This design comes from an exercise in tuning for small area, a short achievable clock period and few clock cycles per item on the open sky130 flow, not from production work. Power figures rest on the tool's default switching activity, not on a simulated workload.

== run 2 ==
==> flow/design.v <==
module ex_muldiv_unit (
   input  logic        clk,
   input  logic        resetN,
   input  logic        startIn,
   input  logic [2:0]  func3,
   input  logic [31:0] reg1Value,
   input  logic [31:0] reg2Value,
   input  logic [4:0]  rd,
   input  logic        killIn,
   input  logic        stallIn,
   output logic        busyOut,
   output logic        doneOut,
   output logic [31:0] resultOut,
   output logic [4:0]  rdOut
);
   localparam logic [1:0] S_MUL = 2'd0, S_DIV = 2'd1, S_FIX = 2'd2;
   logic [1:0]  state;
   logic [2:0]  op;
   logic [32:0] M;       
   logic [32:0] B;       
   logic [63:0] acc;     
   logic [4:0]  cnt;     
   logic [5:0]  bsel;    
   logic        negq, negr;
   assign resultOut = acc[31:0];
   function automatic logic [32:0] neg33(input logic [32:0] x);
      neg33[0] = x[0];
      for (int i = 1; i < 33; i++)
         neg33[i] = x[i] ^ (|(x & ((33'd1 << i) - 33'd1)));
   endfunction
   function automatic logic [4:0] tpos(input logic [31:0] x);
      logic [31:0] v;
      logic [4:0]  q [32];
      for (int i = 0; i < 32; i++) begin v[i] = x[i]; q[i] = 5'd0; end
      for (int l = 0; l < 5; l++)
         for (int g = 0; g < (16 >> l); g++) begin
            q[g] = v[2*g+1] ? (q[2*g+1] | 5'(1 << l)) : q[2*g];
            v[g] = v[2*g+1] | v[2*g];
         end
      tpos = q[0];
   endfunction
   function automatic logic [31:0] lowmask(input logic [31:0] x);
      logic [31:0] m;
      m = x;
      for (int k = 1; k < 32; k = k * 2) m = m | (m >> k);
      lowmask = m;
   endfunction
   function automatic logic [4:0] topdig(input logic [32:0] x);
      logic [34:0] w;
      logic [31:0] f;
      w = {x[32], x, 1'b0};
      f = '0;
      for (int i = 1; i < 17; i++)
         f[i] = (w[2*i +: 3] != 3'b000) && (w[2*i +: 3] != 3'b111);
      topdig = tpos(f);
   endfunction
   function automatic logic [4:0] pairwin(input logic [32:0] x, input logic [3:0] p);
      logic [36:0] w;
      w = {{3{x[32]}}, x, 1'b0};
      pairwin = w[{p, 2'b00} +: 5];
   endfunction
   function automatic logic [5:0] bdec(input logic [4:0] w);
      logic [2:0] lo, hi;
      lo = w[2:0];
      hi = w[4:2];
      bdec = {hi[2] & ~(hi[1] & hi[0]), (hi == 3'b011) || (hi == 3'b100), hi[1] ^ hi[0],
              lo[2] & ~(lo[1] & lo[0]), (lo == 3'b011) || (lo == 3'b100), lo[1] ^ lo[0]};
   endfunction
   logic        s1, s2, sgn1, sgn2;
   logic [32:0] a_ext, b_ext, na, nb;
   logic [4:0]  t1, t2;
   logic        swap;
   logic [3:0]  pStart;
   logic [32:0] mLoad, bLoad;
   logic [31:0] aDiv, bDiv;
   logic [4:0]  shDiv;
   logic        divLt;
   logic        early;
   logic [31:0] earlyVal;
   always_comb begin
      s1 = (func3 != 3'd3) && (func3 != 3'd5) && (func3 != 3'd7);
      s2 = (func3 == 3'd0) || (func3 == 3'd1) || (func3 == 3'd4) || (func3 == 3'd6);
      sgn1 = s1 & reg1Value[31];
      sgn2 = s2 & reg2Value[31];
      a_ext = {sgn1, reg1Value};
      b_ext = {sgn2, reg2Value};
      na = neg33(a_ext);
      nb = neg33(b_ext);
      t1 = topdig(a_ext);
      t2 = topdig(b_ext);
      swap = t1 < t2;
      pStart = 4'((swap ? t1 : t2) >> 1);
      aDiv  = sgn1 ? {~reg1Value[30:0], 1'b1} : reg1Value;
      bDiv  = sgn2 ? ~reg2Value : reg2Value;
      divLt = |(lowmask(bDiv) & ~lowmask(aDiv));
      shDiv = tpos(aDiv) - tpos(bDiv);
      if (func3[2]) begin
         mLoad = sgn1 ? na : a_ext;
         bLoad = sgn2 ? nb : b_ext;
      end else begin
         mLoad = swap ? b_ext : a_ext;
         bLoad = swap ? a_ext : b_ext;
      end
      early    = 1'b0;
      earlyVal = '0;
      if (func3[2]) begin
         if (reg2Value == '0) begin
            early    = 1'b1;
            earlyVal = func3[1] ? reg1Value : '1;
         end else if (!func3[0] && reg2Value == '1 && reg1Value == 32'h8000_0000) begin
            early    = 1'b1;
            earlyVal = func3[1] ? '0 : reg1Value;
         end else if (divLt) begin
            early    = 1'b1;
            earlyVal = func3[1] ? reg1Value : '0;
         end
      end
   end
   logic        nLo, tLo, oLo, nHi, tHi, oHi;
   logic [34:0] ppLo, ppHi;
   logic [38:0] lowSum;
   logic [26:0] up, upInc, upDec, upNext;
   logic [63:0] mulNext;
   logic [32:0] bAl;
   logic [33:0] diff;
   logic        ge;
   logic [31:0] remNext, quoNext;
   logic [32:0] negOut;
   always_comb begin
      {nHi, tHi, oHi, nLo, tLo, oLo} = bsel;
      ppLo    = (({35{tLo}} & {M[32], M, 1'b0}) | ({35{oLo}} & {{2{M[32]}}, M})) ^ {35{nLo}};
      ppHi    = (({35{tHi}} & {M[32], M, 1'b0}) | ({35{oHi}} & {{2{M[32]}}, M})) ^ {35{nHi}};
      lowSum  = {2'b00, acc[32:0], 1'b0, nHi, 1'b0, nLo}
              + {{2{ppHi[34]}}, ppHi, 2'b00} + {{4{ppLo[34]}}, ppLo};
      up      = acc[59:33];
      for (int i = 0; i < 27; i++) begin
         upInc[i] = up[i] ^ (&(up | ~((27'd1 << i) - 27'd1)));
         upDec[i] = up[i] ^ ~(|(up & ((27'd1 << i) - 27'd1)));
      end
      upNext  = (lowSum[38:37] == 2'b01) ? upInc : (lowSum[38:37] == 2'b11) ? upDec : up;
      mulNext = {upNext, lowSum[36:0]};
      bAl     = B << cnt;
      diff    = {2'b00, M[31:0]} - {1'b0, bAl};
      ge      = !diff[33];
      remNext = ge ? diff[31:0] : M[31:0];
      quoNext = {acc[30:0], ge};
      negOut  = neg33({1'b0, acc[31:0]});
   end
   always_ff @(posedge clk) begin
      if (!resetN) begin
         busyOut <= 1'b0;
         doneOut <= 1'b0;
      end else if (killIn) begin
         busyOut <= 1'b0;
         doneOut <= 1'b0;
      end else if (!busyOut && !doneOut) begin
         if (startIn) begin
            op    <= func3;
            rdOut <= rd;
            M     <= mLoad;
            B     <= bLoad;
            acc   <= {32'd0, earlyVal};
            negq  <= sgn1 ^ sgn2;
            negr  <= sgn1;
            cnt   <= func3[2] ? shDiv : {1'b0, pStart};
            bsel  <= swap ? bdec(pairwin(a_ext, 4'(t1 >> 1))) : bdec(pairwin(b_ext, 4'(t2 >> 1)));
            if (early) begin
               doneOut <= 1'b1;
            end else begin
               busyOut <= 1'b1;
               state   <= func3[2] ? S_DIV : S_MUL;
            end
         end
      end else if (doneOut) begin
         if (!stallIn) doneOut <= 1'b0;
      end else begin
         case (state)
            S_MUL: begin
               acc <= mulNext;
               cnt <= cnt - 5'd1;
               bsel <= bdec(pairwin(B, cnt[3:0] - 4'd1));
               if (cnt == 5'd0) begin
                  busyOut <= 1'b0;
                  doneOut <= 1'b1;
                  if (op[1:0] != 2'd0) acc[31:0] <= mulNext[63:32];
               end
            end
            S_DIV: begin
               M[31:0]   <= remNext;
               acc[31:0] <= quoNext;
               cnt       <= cnt - 5'd1;
               if (cnt == 5'd0) begin
                  if (op[1]) acc[31:0] <= remNext;
                  if (op[1] ? negr : negq) begin
                     state <= S_FIX;
                  end else begin
                     busyOut <= 1'b0;
                     doneOut <= 1'b1;
                  end
               end
            end
            default: begin  
               busyOut   <= 1'b0;
               doneOut   <= 1'b1;
               acc[31:0] <= negOut[31:0];
            end
         endcase
      end
   end
endmodule
Settings: LEC_CHECK=0, CAP_MARGIN=20, CORE_MARGIN=2, CORE_UTILIZATION=40, GPL_TIMING_DRIVEN=0, PLACE_DENSITY=0.6, SETUP_SLACK_MARGIN=0.2, SLEW_MARGIN=20; clock period 6.0 ns.
run.sh (not shown) runs the stock make flow with config.mk's settings and CLKGATE_MAP_FILE= SYNTH_SCRIPT=/design/flow/synth_recipe.tcl, a recipe that flattens the netlist after the stock synthesis.
Modified inputs, run 3 compared to run 2
--- a/flow/design.v
+++ b/flow/design.v
@@ -12,13 +12,14 @@
    output logic        doneOut,
    output logic [31:0] resultOut,
    output logic [4:0]  rdOut
 );
-   localparam logic [1:0] S_MUL = 2'd0, S_DIV = 2'd1, S_FIX = 2'd2;
+   localparam logic [1:0] S_MUL = 2'd0, S_DIV = 2'd1, S_FIX = 2'd2, S_DPREP = 2'd3;
    logic [1:0]  state;
    logic [2:0]  op;
    logic [32:0] M;       
-   logic [32:0] B;       
+   logic [33:0] B;       
+   logic        sb;      
    logic [63:0] acc;     
    logic [4:0]  cnt;     
    logic [5:0]  bsel;    
    logic        negq, negr;
@@ -53,8 +54,15 @@
       for (int i = 1; i < 17; i++)
          f[i] = (w[2*i +: 3] != 3'b000) && (w[2*i +: 3] != 3'b111);
       topdig = tpos(f);
    endfunction
+   function automatic logic [16:0] digflags(input logic [32:0] x);
+      logic [34:0] w;
+      w = {x[32], x, 1'b0};
+      digflags = '0;
+      for (int i = 1; i < 17; i++)
+         digflags[i] = (w[2*i +: 3] != 3'b000) && (w[2*i +: 3] != 3'b111);
+   endfunction
    function automatic logic [4:0] pairwin(input logic [32:0] x, input logic [3:0] p);
       logic [36:0] w;
       w = {{3{x[32]}}, x, 1'b0};
       pairwin = w[{p, 2'b00} +: 5];
@@ -66,15 +74,15 @@
       bdec = {hi[2] & ~(hi[1] & hi[0]), (hi == 3'b011) || (hi == 3'b100), hi[1] ^ hi[0],
               lo[2] & ~(lo[1] & lo[0]), (lo == 3'b011) || (lo == 3'b100), lo[1] ^ lo[0]};
    endfunction
    logic        s1, s2, sgn1, sgn2;
-   logic [32:0] a_ext, b_ext, na, nb;
+   logic [32:0] a_ext, b_ext, na;
    logic [4:0]  t1, t2;
    logic        swap;
    logic [3:0]  pStart;
    logic [32:0] mLoad, bLoad;
    logic [31:0] aDiv, bDiv;
-   logic [4:0]  shDiv;
+   logic [4:0]  posA, posB;
    logic        divLt;
    logic        early;
    logic [31:0] earlyVal;
    always_comb begin
@@ -84,20 +92,20 @@
       sgn2 = s2 & reg2Value[31];
       a_ext = {sgn1, reg1Value};
       b_ext = {sgn2, reg2Value};
       na = neg33(a_ext);
-      nb = neg33(b_ext);
       t1 = topdig(a_ext);
       t2 = topdig(b_ext);
-      swap = t1 < t2;
+      swap = |(lowmask({15'd0, digflags(b_ext)}) & ~lowmask({15'd0, digflags(a_ext)}));
       pStart = 4'((swap ? t1 : t2) >> 1);
       aDiv  = sgn1 ? {~reg1Value[30:0], 1'b1} : reg1Value;
       bDiv  = sgn2 ? ~reg2Value : reg2Value;
       divLt = |(lowmask(bDiv) & ~lowmask(aDiv));
-      shDiv = tpos(aDiv) - tpos(bDiv);
+      posA  = tpos(aDiv);
+      posB  = tpos(bDiv);
       if (func3[2]) begin
          mLoad = sgn1 ? na : a_ext;
-         bLoad = sgn2 ? nb : b_ext;
+         bLoad = b_ext;
       end else begin
          mLoad = swap ? b_ext : a_ext;
          bLoad = swap ? a_ext : b_ext;
       end
@@ -120,9 +128,8 @@
    logic [34:0] ppLo, ppHi;
    logic [38:0] lowSum;
    logic [26:0] up, upInc, upDec, upNext;
    logic [63:0] mulNext;
-   logic [32:0] bAl;
    logic [33:0] diff;
    logic        ge;
    logic [31:0] remNext, quoNext;
    logic [32:0] negOut;
@@ -138,10 +145,9 @@
          upDec[i] = up[i] ^ ~(|(up & ((27'd1 << i) - 27'd1)));
       end
       upNext  = (lowSum[38:37] == 2'b01) ? upInc : (lowSum[38:37] == 2'b11) ? upDec : up;
       mulNext = {upNext, lowSum[36:0]};
-      bAl     = B << cnt;
-      diff    = {2'b00, M[31:0]} - {1'b0, bAl};
+      diff    = {2'b00, M[31:0]} + (B ^ {34{~sb}}) + {33'd0, ~sb};
       ge      = !diff[33];
       remNext = ge ? diff[31:0] : M[31:0];
       quoNext = {acc[30:0], ge};
       negOut  = neg33({1'b0, acc[31:0]});
@@ -157,19 +163,21 @@
          if (startIn) begin
             op    <= func3;
             rdOut <= rd;
             M     <= mLoad;
-            B     <= bLoad;
+            B     <= {bLoad[32], bLoad};
+            sb    <= sgn2;
             acc   <= {32'd0, earlyVal};
             negq  <= sgn1 ^ sgn2;
             negr  <= sgn1;
-            cnt   <= func3[2] ? shDiv : {1'b0, pStart};
-            bsel  <= swap ? bdec(pairwin(a_ext, 4'(t1 >> 1))) : bdec(pairwin(b_ext, 4'(t2 >> 1)));
+            cnt   <= func3[2] ? posA : {1'b0, pStart};
+            bsel  <= func3[2] ? {1'b0, posB} :
+                     swap ? bdec(pairwin(a_ext, 4'(t1 >> 1))) : bdec(pairwin(b_ext, 4'(t2 >> 1)));
             if (early) begin
                doneOut <= 1'b1;
             end else begin
                busyOut <= 1'b1;
-               state   <= func3[2] ? S_DIV : S_MUL;
+               state   <= func3[2] ? S_DPREP : S_MUL;
             end
          end
       end else if (doneOut) begin
          if (!stallIn) doneOut <= 1'b0;
@@ -187,8 +195,9 @@
             end
             S_DIV: begin
                M[31:0]   <= remNext;
                acc[31:0] <= quoNext;
+               B         <= {B[33], B[33:1]};
                cnt       <= cnt - 5'd1;
                if (cnt == 5'd0) begin
                   if (op[1]) acc[31:0] <= remNext;
                   if (op[1] ? negr : negq) begin
@@ -198,8 +207,13 @@
                      doneOut <= 1'b1;
                   end
                end
             end
+            S_DPREP: begin
+               B     <= B << (cnt - bsel[4:0]);
+               cnt   <= cnt - bsel[4:0];
+               state <= S_DIV;
+            end
             default: begin  
                busyOut   <= 1'b0;
                doneOut   <= 1'b1;
                acc[31:0] <= negOut[31:0];
Notes after the runs:
Delta (run 3 minus run 2): amount of wire on met2 after detailed routing grew by 4200 µm; number of port buffers went down 1.0%; power decreased 9.4%; post-route cell area has decreased; via count of the routed design lost about 1.1%. Cmp run 3 and run 2 / synthesized cell count / higher: run 2. Run 3 -> run 2: setup slack flat. The critical path endpoint comes out resultOut[6]$_DFFE_PP_ in one run and M[18]$_DFFE_PP_ in the other, namely in run 3 and run 2 respectively. Run 3 vs run 2: data required time at the worst endpoint up.
No run of this note included a check of the RTL's function; only the layout flow was run.

========
== v6 ==
ex_muldiv_unit, a different RTL version from the one above (not shown whole).
Size: ~3000 cells after synthesis, roughly 150 flip-flops, about 120 I/O pins, ~23000 sq um of cells after synthesis.
make LEC_CHECK=0 CAP_MARGIN=20 CORE_MARGIN=2 CORE_UTILIZATION=40 GPL_TIMING_DRIVEN=0 PLACE_DENSITY=0.6 SETUP_SLACK_MARGIN=0.2 SLEW_MARGIN=20 finish   # period 6.0 ns
Relative to v6, the following input files were edited for v7:
diff --git a/flow/design.v b/flow/design.v
--- a/flow/design.v
+++ b/flow/design.v
@@ -5,23 +5,23 @@
    input  logic [2:0]  func3,
    input  logic [31:0] reg1Value,
    input  logic [31:0] reg2Value,
    input  logic [4:0]  rd,
    input  logic        killIn,
    input  logic        stallIn,
    output logic        busyOut,
    output logic        doneOut,
    output logic [31:0] resultOut,
    output logic [4:0]  rdOut
 );
-   localparam logic [1:0] S_MUL = 2'd0, S_DIV = 2'd1, S_FIX = 2'd2;
+   localparam logic [1:0] S_MUL = 2'd0, S_DIV = 2'd1, S_FIX = 2'd2, S_DPREP = 2'd3;
    logic [1:0]  state;
    logic [2:0]  op;
    logic [32:0] M;       
    logic [33:0] B;       
    logic        sb;      
    logic [63:0] acc;     
    logic [4:0]  cnt;     
    logic [5:0]  bsel;    
    logic        negq, negr;
    assign resultOut = acc[31:0];
    function automatic logic [32:0] neg33(input logic [32:0] x);
@@ -61,23 +61,22 @@
       pairwin = w[{p, 2'b00} +: 5];
    endfunction
    function automatic logic [5:0] bdec(input logic [4:0] w);
       logic [2:0] lo, hi;
       lo = w[2:0];
       hi = w[4:2];
       bdec = {hi[2] & ~(hi[1] & hi[0]), (hi == 3'b011) || (hi == 3'b100), hi[1] ^ hi[0],
               lo[2] & ~(lo[1] & lo[0]), (lo == 3'b011) || (lo == 3'b100), lo[1] ^ lo[0]};
    endfunction
    logic        s1, s2, sgn1, sgn2;
    logic [32:0] a_ext, b_ext, na;
-   logic [33:0] bDivAl;
    logic [4:0]  t1, t2;
    logic        swap;
    logic [3:0]  pStart;
    logic [32:0] mLoad, bLoad;
    logic [31:0] aDiv, bDiv;
    logic [4:0]  shDiv;
    logic        divLt;
    logic        early;
    logic [31:0] earlyVal;
    always_comb begin
       s1 = (func3 != 3'd3) && (func3 != 3'd5) && (func3 != 3'd7);
@@ -87,26 +86,25 @@
       a_ext = {sgn1, reg1Value};
       b_ext = {sgn2, reg2Value};
       na = neg33(a_ext);
       t1 = topdig(a_ext);
       t2 = topdig(b_ext);
       swap = t1 < t2;
       pStart = 4'((swap ? t1 : t2) >> 1);
       aDiv  = sgn1 ? {~reg1Value[30:0], 1'b1} : reg1Value;
       bDiv  = sgn2 ? ~reg2Value : reg2Value;
       divLt = |(lowmask(bDiv) & ~lowmask(aDiv));
       shDiv = tpos(aDiv) - tpos(bDiv);
-      bDivAl = {b_ext[32], b_ext} << shDiv;
       if (func3[2]) begin
          mLoad = sgn1 ? na : a_ext;
-         bLoad = bDivAl[32:0];
+         bLoad = b_ext;
       end else begin
          mLoad = swap ? b_ext : a_ext;
          bLoad = swap ? a_ext : b_ext;
       end
       early    = 1'b0;
       earlyVal = '0;
       if (func3[2]) begin
          if (reg2Value == '0) begin
             early    = 1'b1;
             earlyVal = func3[1] ? reg1Value : '1;
          end else if (!func3[0] && reg2Value == '1 && reg1Value == 32'h8000_0000) begin
@@ -150,34 +148,34 @@
       if (!resetN) begin
          busyOut <= 1'b0;
          doneOut <= 1'b0;
       end else if (killIn) begin
          busyOut <= 1'b0;
          doneOut <= 1'b0;
       end else if (!busyOut && !doneOut) begin
          if (startIn) begin
             op    <= func3;
             rdOut <= rd;
             M     <= mLoad;
-            B     <= {func3[2] ? bDivAl[33] : bLoad[32], bLoad};
+            B     <= {bLoad[32], bLoad};
             sb    <= sgn2;
             acc   <= {32'd0, earlyVal};
             negq  <= sgn1 ^ sgn2;
             negr  <= sgn1;
             cnt   <= func3[2] ? shDiv : {1'b0, pStart};
             bsel  <= swap ? bdec(pairwin(a_ext, 4'(t1 >> 1))) : bdec(pairwin(b_ext, 4'(t2 >> 1)));
             if (early) begin
                doneOut <= 1'b1;
             end else begin
                busyOut <= 1'b1;
-               state   <= func3[2] ? S_DIV : S_MUL;
+               state   <= func3[2] ? S_DPREP : S_MUL;
             end
          end
       end else if (doneOut) begin
          if (!stallIn) doneOut <= 1'b0;
       end else begin
          case (state)
             S_MUL: begin
                acc <= mulNext;
                cnt <= cnt - 5'd1;
                bsel <= bdec(pairwin(B, cnt[3:0] - 4'd1));
                if (cnt == 5'd0) begin
@@ -193,20 +191,24 @@
                cnt       <= cnt - 5'd1;
                if (cnt == 5'd0) begin
                   if (op[1]) acc[31:0] <= remNext;
                   if (op[1] ? negr : negq) begin
                      state <= S_FIX;
                   end else begin
                      busyOut <= 1'b0;
                      doneOut <= 1'b1;
                   end
                end
             end
+            S_DPREP: begin
+               B     <= B << cnt;
+               state <= S_DIV;
+            end
             default: begin  
                busyOut   <= 1'b0;
                doneOut   <= 1'b1;
                acc[31:0] <= negOut[31:0];
             end
          endcase
       end
    end
 endmodule
### Flow results
- Across both runs, share of cells above drive strength 1 was lower for v7 than for v6.
- Across both runs, wire length the detailed router placed on met1 was higher for v7 than for v6.
- Sort v7 and v6 by shortest clock period the worst path allows after layout desc -> top: v7
- Between v7 and v6, it is v7 whose total routing usage reported by global routing is higher, by 0.81 points.
- Summary of the comparison: instance count on the critical path is lower in v7, relative to v6.
- Compared v7 vs v6, and total number of multi-input combinational cells is up in v7.
- In v7, netlist area before placement is higher than in v6.
- Total power | v7 below v6
- v7 vs v6 — minimum setup slack in the final design dropped 0.057 ns.
- The lower clock share of power of v7 and v6 is in v6.
No functional check of the RTL was part of any run of this note.

[afterwards: timing with drivers on the ports]
Ports are ideal in the flow. The routed layouts listed here were re-timed in OpenROAD. Step 1: set_driving_cell puts a clkbuf_16 on clk and a buf_2 on each other input, an assumption about the parent block. Step 2, shift: input delay + t, output delay - t, t = (earliest + latest rising clock arrival at the registers) / 2. This alone moves slack from input paths to output paths. Three values: no drivers, after step 1, after step 2; two values: the first two.
run | t (ns) | setup WS [ns] | worst setup path after step 2 | worst slew at a driven data input, ns | cell pins on the clock port's net
run 2 | 0.532 | 0.217 / 0.232 / -0.300 | input to register | 0.05 | 1
run 3 | 0.562 | 0.217 / 0.246 / -0.316 | input to register | 0.08 | 1
v6 | 0.521 | 0.222 / 0.242 / -0.279 | input to register | 0.08 | 1
v7 | 0.565 | 0.165 / 0.165 / -0.283 | input to register | 0.04 | 1
Met with ideal ports but missed after step 2: setup timing in every run listed. The setup slack of run 3, which loses most, moves by +0.029 ns with the drivers and by -0.533 ns with both steps.
